Context: an optimization exercise on an open-source flow, tuned for small area, a short achievable clock period and few clock cycles per item. The choices shown serve that exercise and are no tape-out recipe.
At most, simulation tests tie the RTL to the original design; equivalence was not proved.
Power figures rest on the tool's default switching activity, not on a simulated workload.

==> trial 54 <==
Design wbps_top, start of the top module:
module wbps_top (
  input  wire logic        clk_i,
  input  wire logic        rst_ni,
  input  wire logic        cfg_we_i,
  input  wire logic [2:0]  cfg_idx_i,
  input  wire logic [63:0] cfg_data_i,
  input  wire logic        in_valid_i,
  input  wire logic [7:0]  in_byte_i,
  input  wire logic        in_last_i,
  output logic             in_stall_o,
  output logic             out_valid_o,
  output logic             out_found_o,
  output logic [15:0]      out_offset_o,
  input  wire logic        out_stall_i
);
==> module wbps_window, before the edit <==
module wbps_window (
  input  wire logic         clk_i,
  input  wire logic         step_i,      
  input  wire logic         first_i,     
  input  wire logic         zero_i,      
  input  wire logic [4:0]   nm1_i,
  output logic      [15:0]  off_o
);
  logic [15:0] off_q;
  logic [15:0] n16;
  assign n16 = 16'(nm1_i) + 16'd1;
  always_ff @(posedge clk_i) begin
    if (step_i) begin
      if (zero_i) begin
        off_q <= 16'd0;
      end else if (first_i) begin
        off_q <= 16'd1 - n16;
      end else if (off_q != ~n16) begin
        off_q <= off_q + 16'd1;
      end
    end
  end
  assign off_o = off_q;
endmodule
==> module wildcard_byte_pattern_scanner_core, before the edit <==
module wildcard_byte_pattern_scanner_core (
  input  wire logic         clk_i,
  input  wire logic         rst_ni,
  input  wire logic         cfg_we_i,
  input  wire logic [2:0]   cfg_idx_i,
  input  wire logic [63:0]  cfg_data_i,
  input  wire logic         in_valid_i,
  input  wire wbps_pkg::in_t in_data_i,
  output logic              in_stall_o,
  output logic              out_valid_o,
  output wbps_pkg::out_t    out_data_o,
  input  wire logic         out_stall_i
);
  logic [4:0]       nm1;
  logic [3:0]       wvld;
  logic [3:0][63:0] pat;
  logic             load;
  logic             step;
  logic             hit;
  logic [15:0]      off;
  logic             last_q;    
  logic             first_q;   
  logic             fresh_q;   
  logic             done_q;    
  logic             ov_q;
  logic             found_q;
  assign in_stall_o = out_stall_i;
  assign load       = in_valid_i && !out_stall_i;
  assign step       = fresh_q && !out_stall_i;
  wbps_cfg u_cfg (
    .clk_i      (clk_i),
    .rst_ni     (rst_ni),
    .cfg_we_i   (cfg_we_i),
    .cfg_idx_i  (cfg_idx_i),
    .cfg_data_i (cfg_data_i),
    .nm1_o      (nm1),
    .wvld_o     (wvld),
    .pat_o      (pat)
  );
  wbps_match u_match (
    .clk_i     (clk_i),
    .load_i    (load),
    .restart_i (last_q),
    .byte_i    (in_data_i.region_byte),
    .wvld_i    (wvld),
    .pat_i     (pat),
    .nm1_i     (nm1),
    .hit_o     (hit)
  );
  wbps_window u_window (
    .clk_i   (clk_i),
    .step_i  (step),
    .first_i (first_q),
    .zero_i  (last_q && !hit),
    .nm1_i   (nm1),
    .off_o   (off)
  );
  always_ff @(posedge clk_i or negedge rst_ni) begin
    if (!rst_ni) begin
      last_q  <= 1'b1;
      fresh_q <= 1'b0;
      ov_q    <= 1'b0;
    end else if (!out_stall_i) begin
      fresh_q <= in_valid_i;
      ov_q    <= fresh_q && !done_q && (hit || last_q);
      if (in_valid_i) last_q <= in_data_i.region_end;
    end
  end
  always_ff @(posedge clk_i) begin
    if (load) begin
      first_q <= last_q;
      done_q  <= !last_q && (done_q || hit);
    end
    if (!out_stall_i) found_q <= hit;
  end
  assign out_valid_o             = ov_q;
  assign out_data_o.found        = found_q;
  assign out_data_o.match_offset = off;
endmodule
clock: 7.5 ns
lec_check: 0
cap_margin: 20
core_margin: 2
core_utilization: 50
cts_buf_list: sky130_fd_sc_hd__clkbuf_16
cts_cluster_diameter: 80
cts_cluster_size: 32
place_density: 0.65
setup_slack_margin: 4.4
slew_margin: 20
standard.sh (not shown) runs the stock make flow with config.mk's settings and CLKGATE_MAP_FILE= SYNTH_SCRIPT=/design/flow/synth_recipe.tcl, a recipe that flattens the netlist after the stock synthesis.
==> flow/flow/run.sh <==
#!/bin/bash
# Standard layout, with plain buf_1 cells as the port buffers.
set -euo pipefail
bash standard.sh "BUFFER_PORTS_ARGS=-buffer_cell sky130_fd_sc_hd__buf_1" finish > standard_flow.log 2>&1
==> trial 8: changes against trial 54 <==
--- a/flow/design.v
+++ b/flow/design.v
@@ -63,7 +63,6 @@
   input  wire logic         clk_i,
   input  wire logic         step_i,      
   input  wire logic         first_i,     
-  input  wire logic         zero_i,      
   input  wire logic [4:0]   nm1_i,
   output logic      [15:0]  off_o
 );
@@ -72,9 +71,7 @@
   assign n16 = 16'(nm1_i) + 16'd1;
   always_ff @(posedge clk_i) begin
     if (step_i) begin
-      if (zero_i) begin
-        off_q <= 16'd0;
-      end else if (first_i) begin
+      if (first_i) begin
         off_q <= 16'd1 - n16;
       end else if (off_q != ~n16) begin
         off_q <= off_q + 16'd1;
@@ -171,7 +168,6 @@
     .clk_i   (clk_i),
     .step_i  (step),
     .first_i (first_q),
-    .zero_i  (last_q && !hit),
     .nm1_i   (nm1),
     .off_o   (off)
   );
@@ -195,7 +191,7 @@
   end
   assign out_valid_o             = ov_q;
   assign out_data_o.found        = found_q;
-  assign out_data_o.match_offset = off;
+  assign out_data_o.match_offset = found_q ? off : 16'd0;
 endmodule
 `default_nettype wire
 `default_nettype none
- CORE_UTILIZATION: 50 -> 62
- PLACE_DENSITY: 0.65 -> 0.75
==> trial 49: changes against trial 54 <==
- CTS_BUF_LIST: sky130_fd_sc_hd__clkbuf_16 -> sky130_fd_sc_hd__clkbuf_4 sky130_fd_sc_hd__clkbuf_8
- CTS_CLUSTER_DIAMETER: 80 -> 40
- CTS_CLUSTER_SIZE: 32 -> 16
==> summary.txt <==
Trial 54 ran to the end with no violations. Trial 49 completed with no timing, DRC or antenna violations. Trial 8 finished clean. Between trial 8 and trial 49, the lower total power is in trial 8 (gap about 12%, measured against trial 49). Clock skew, lowest first: trial 49, trial 8, trial 54. In trial 8 the global-route usage is higher than in trial 49, by 4.1 points. Wire length, highest first: trial 49, trial 54, trial 8. Count of clock-buffer cells in the layout: trial 49 is higher than trial 8 (30). Sequential share of layout area, lowest first: trial 49, trial 54, trial 8. Non-clock buffer count is the same in trial 54 and trial 49. Fmax, lowest first: trial 49, trial 54, trial 8. Critical path depth is the same in trial 49 and trial 54. Of trial 8 and trial 54, trial 54 has the higher synthesized area (gap about 0.53%, measured against trial 54).
Testbench counts of trial 54, summed over its fixed seeds: cycles 110,095, items 109,783.
Testbench counts of trial 49, summed over its fixed seeds: cycles 110,095, items 109,783.
For trial 8, only the layout was checked, not whether the RTL still works.

[static timing again, ports no longer ideal]
How much do the figures lean on ideal ports? The routed layouts below were timed once more, with nothing changed but the port constraints.
Step 1, drivers: a clkbuf_16 drives clk_i and a buf_2 each remaining input, both assumed.
Step 2 also shifts input and output timing later by t, the mid clock arrival at the registers, as if the neighbouring blocks saw the same clock.
a / b / c = no drivers / after step 1 / after step 2; a / b = the first two.
| run | t, ns | setup WS [ns] | worst setup path after step 2 | latest minus earliest clock arrival (ns) |
|---|---|---|---|---|
| trial 54 | 0.551 | 4.292 / 4.240 / 4.053 | input to register | 0.029 / 0.029 |
| trial 8 | 0.548 | 4.299 / 4.258 / 4.046 | input to register | 0.029 / 0.029 |
| trial 49 | 0.593 | 4.292 / 4.240 / 3.988 | input to register | 0.024 / 0.023 |
After both steps every run listed still meets setup and hold. For trial 49, which loses most, drivers alone change the setup slack by -0.052 ns; drivers and shift together by -0.304 ns.
